Background: an optimization exercise with open tools, aiming at small area, a short achievable clock period and few clock cycles. Do not read the settings as production practice.
In this exercise RTL edits were held to simulation tests only and were not proved equivalent to the original.

fjord:
Design circular_list_deque_unit, start of the top module:
module circular_list_deque_unit #(
    parameter int CAPACITY = 32
) (
    input  logic                                    clk,
    input  logic                                    rst_n,
    input  logic                                    req_valid,
    output logic                                    req_stall,
    input  logic [cdq_pkg::KIND_W-1:0]              kind,
    input  logic signed [cdq_pkg::WORD_W-1:0]       value,
    output logic                                    rsp_valid,
    input  logic                                    rsp_stall,
    output logic signed [cdq_pkg::WORD_W-1:0]       item,
    output logic [cdq_pkg::STATUS_W-1:0]            status,
    output logic                                    last
);
    localparam int PW = $clog2(CAPACITY);
    localparam int CW = $clog2(CAPACITY + 1);
    localparam int WW = cdq_pkg::WORD_W;
    logic [WW-1:0] mem [0:CAPACITY-1];
    logic          s_valid, stall_q, port_ok;
    logic          s_pf, s_pb, s_popf, s_popb, s_rd;
    logic [WW-1:0] s_value;
    logic          h_valid;
    logic          h_pf, h_pb, h_popf, h_popb, h_rd;
    logic [WW-1:0] h_value;
    logic [PW-1:0] f_ptr, b_ptr, r_ptr;
    logic [PW-1:0] f_dec, f_inc, b_dec, b_inc;
  ...
Settings: LEC_CHECK=0, CAP_MARGIN=20, CORE_MARGIN=2, CORE_UTILIZATION=65, CTS_CLUSTER_DIAMETER=150, CTS_CLUSTER_SIZE=25, SETUP_SLACK_MARGIN=2.6, SLEW_MARGIN=20; clock period 4.5 ns.
run.sh (not shown) runs the stock make flow with config.mk's settings and CLKGATE_MAP_FILE= SYNTH_SCRIPT=/design/flow/synth_recipe.tcl, a recipe that flattens the netlist after the stock synthesis.
fjord: flow completed, timing, DRC and antenna clean
Testbench counts of fjord, summed over its fixed seeds: cycles 8,144.
Setup changes, fjord to yarrow
-- flow/config.mk --
<<< fjord, line 9
export CORE_MARGIN = 2
export CORE_UTILIZATION = 65
export CTS_CLUSTER_DIAMETER = 150
export CTS_CLUSTER_SIZE = 25
export SETUP_SLACK_MARGIN = 2.6
export SLEW_MARGIN = 20
>>> yarrow, line 9
export CORE_MARGIN = 2
export CORE_UTILIZATION = 75
export CTS_CLUSTER_DIAMETER = 150
export CTS_CLUSTER_SIZE = 25
export SETUP_SLACK_MARGIN = 2.45
export SLEW_MARGIN = 20
- NOTE post-CTS setup-driven buffer insertion count fjord->yarrow decreased by more than half
- Launch point of the critical path: o_item[31]$_DFFE_PN0P_ -> fjord, o_item[5]$_DFFE_PN0P_ -> yarrow
- Across both runs, design area was lower for yarrow than for fjord.
- In yarrow, die area is lower than in fjord.
- Re proportion of layout cells with a drive suffix above 1: yarrow is 4.2 points down on fjord.
--- input diff yarrow..ember ---
-- flow/config.mk --
<<< yarrow, line 9
export CORE_MARGIN = 2
export CORE_UTILIZATION = 75
export CTS_CLUSTER_DIAMETER = 150
>>> ember, line 9
export CORE_MARGIN = 2
export CORE_UTILIZATION = 85
export CTS_CLUSTER_DIAMETER = 150
[summary]
ember did not run to completion, as it errored out during global routing (5_1_grt). Between yarrow and ember, the net count after synthesis does not differ in any meaningful way. The placement-stage worst setup slack in ember was lower than what yarrow gave. From ember to yarrow, register bit count reported by yosys did not move at all. Initial standard-cell utilization of the core in ember is 11 points above yarrow. Standard cell area after detailed placement across ember and yarrow: no real change. The width of the die in yarrow is 1.06 times that in ember.
diff inputs: ember => cedar
-- flow/config.mk --
<<< ember, line 9
export CORE_MARGIN = 2
export CORE_UTILIZATION = 85
export CTS_CLUSTER_DIAMETER = 150
>>> cedar, line 9
export CORE_MARGIN = 2
export CORE_UTILIZATION = 65
export CTS_CLUSTER_DIAMETER = 150
## What came out
- cedar completed every stage of the flow, and the final layout passed the timing, DRC and antenna checks.
- Measured against each other, ember and cedar differ in initial core utilization, the lower figure coming from cedar.
- Compared with ember, cedar shows number of cells upsized or downsized after cts that has gone down by a little under 10%.
- Lower HPWL after detailed placement was reported by cedar, not ember.
- Final weighted congestion in routability-driven placement (lower): cedar

==> static timing again, ports no longer ideal <==
Ports are ideal in the flow. The routed layouts listed here were re-timed in OpenROAD.
Step 1: set_driving_cell puts a clkbuf_16 on clk and a buf_2 on each other input, an assumption about the parent block.
Step 2 moves the port delays by t, midway between the first and last clock arrival at a register: inputs arrive t later, outputs are due t later. That takes back most of the time a late clock gives input paths.
Three values: no drivers, after step 1, after step 2; two values: the first two.
run	shift t [ns]	setup slack, ns	slew at the worst register clock pin (ns)	worst data-port slew with drivers (ns)
fjord	0.717	2.317 / 2.249 / 1.677	0.10 / 0.10	0.06
yarrow	0.711	2.320 / 2.256 / 1.704	0.10 / 0.10	0.07
cedar	0.724	2.316 / 2.244 / 1.678	0.10 / 0.10	0.05
After both steps every run listed still meets setup and hold. The setup slack of fjord, which loses most, moves by -0.068 ns with the drivers and by -0.640 ns with both steps.
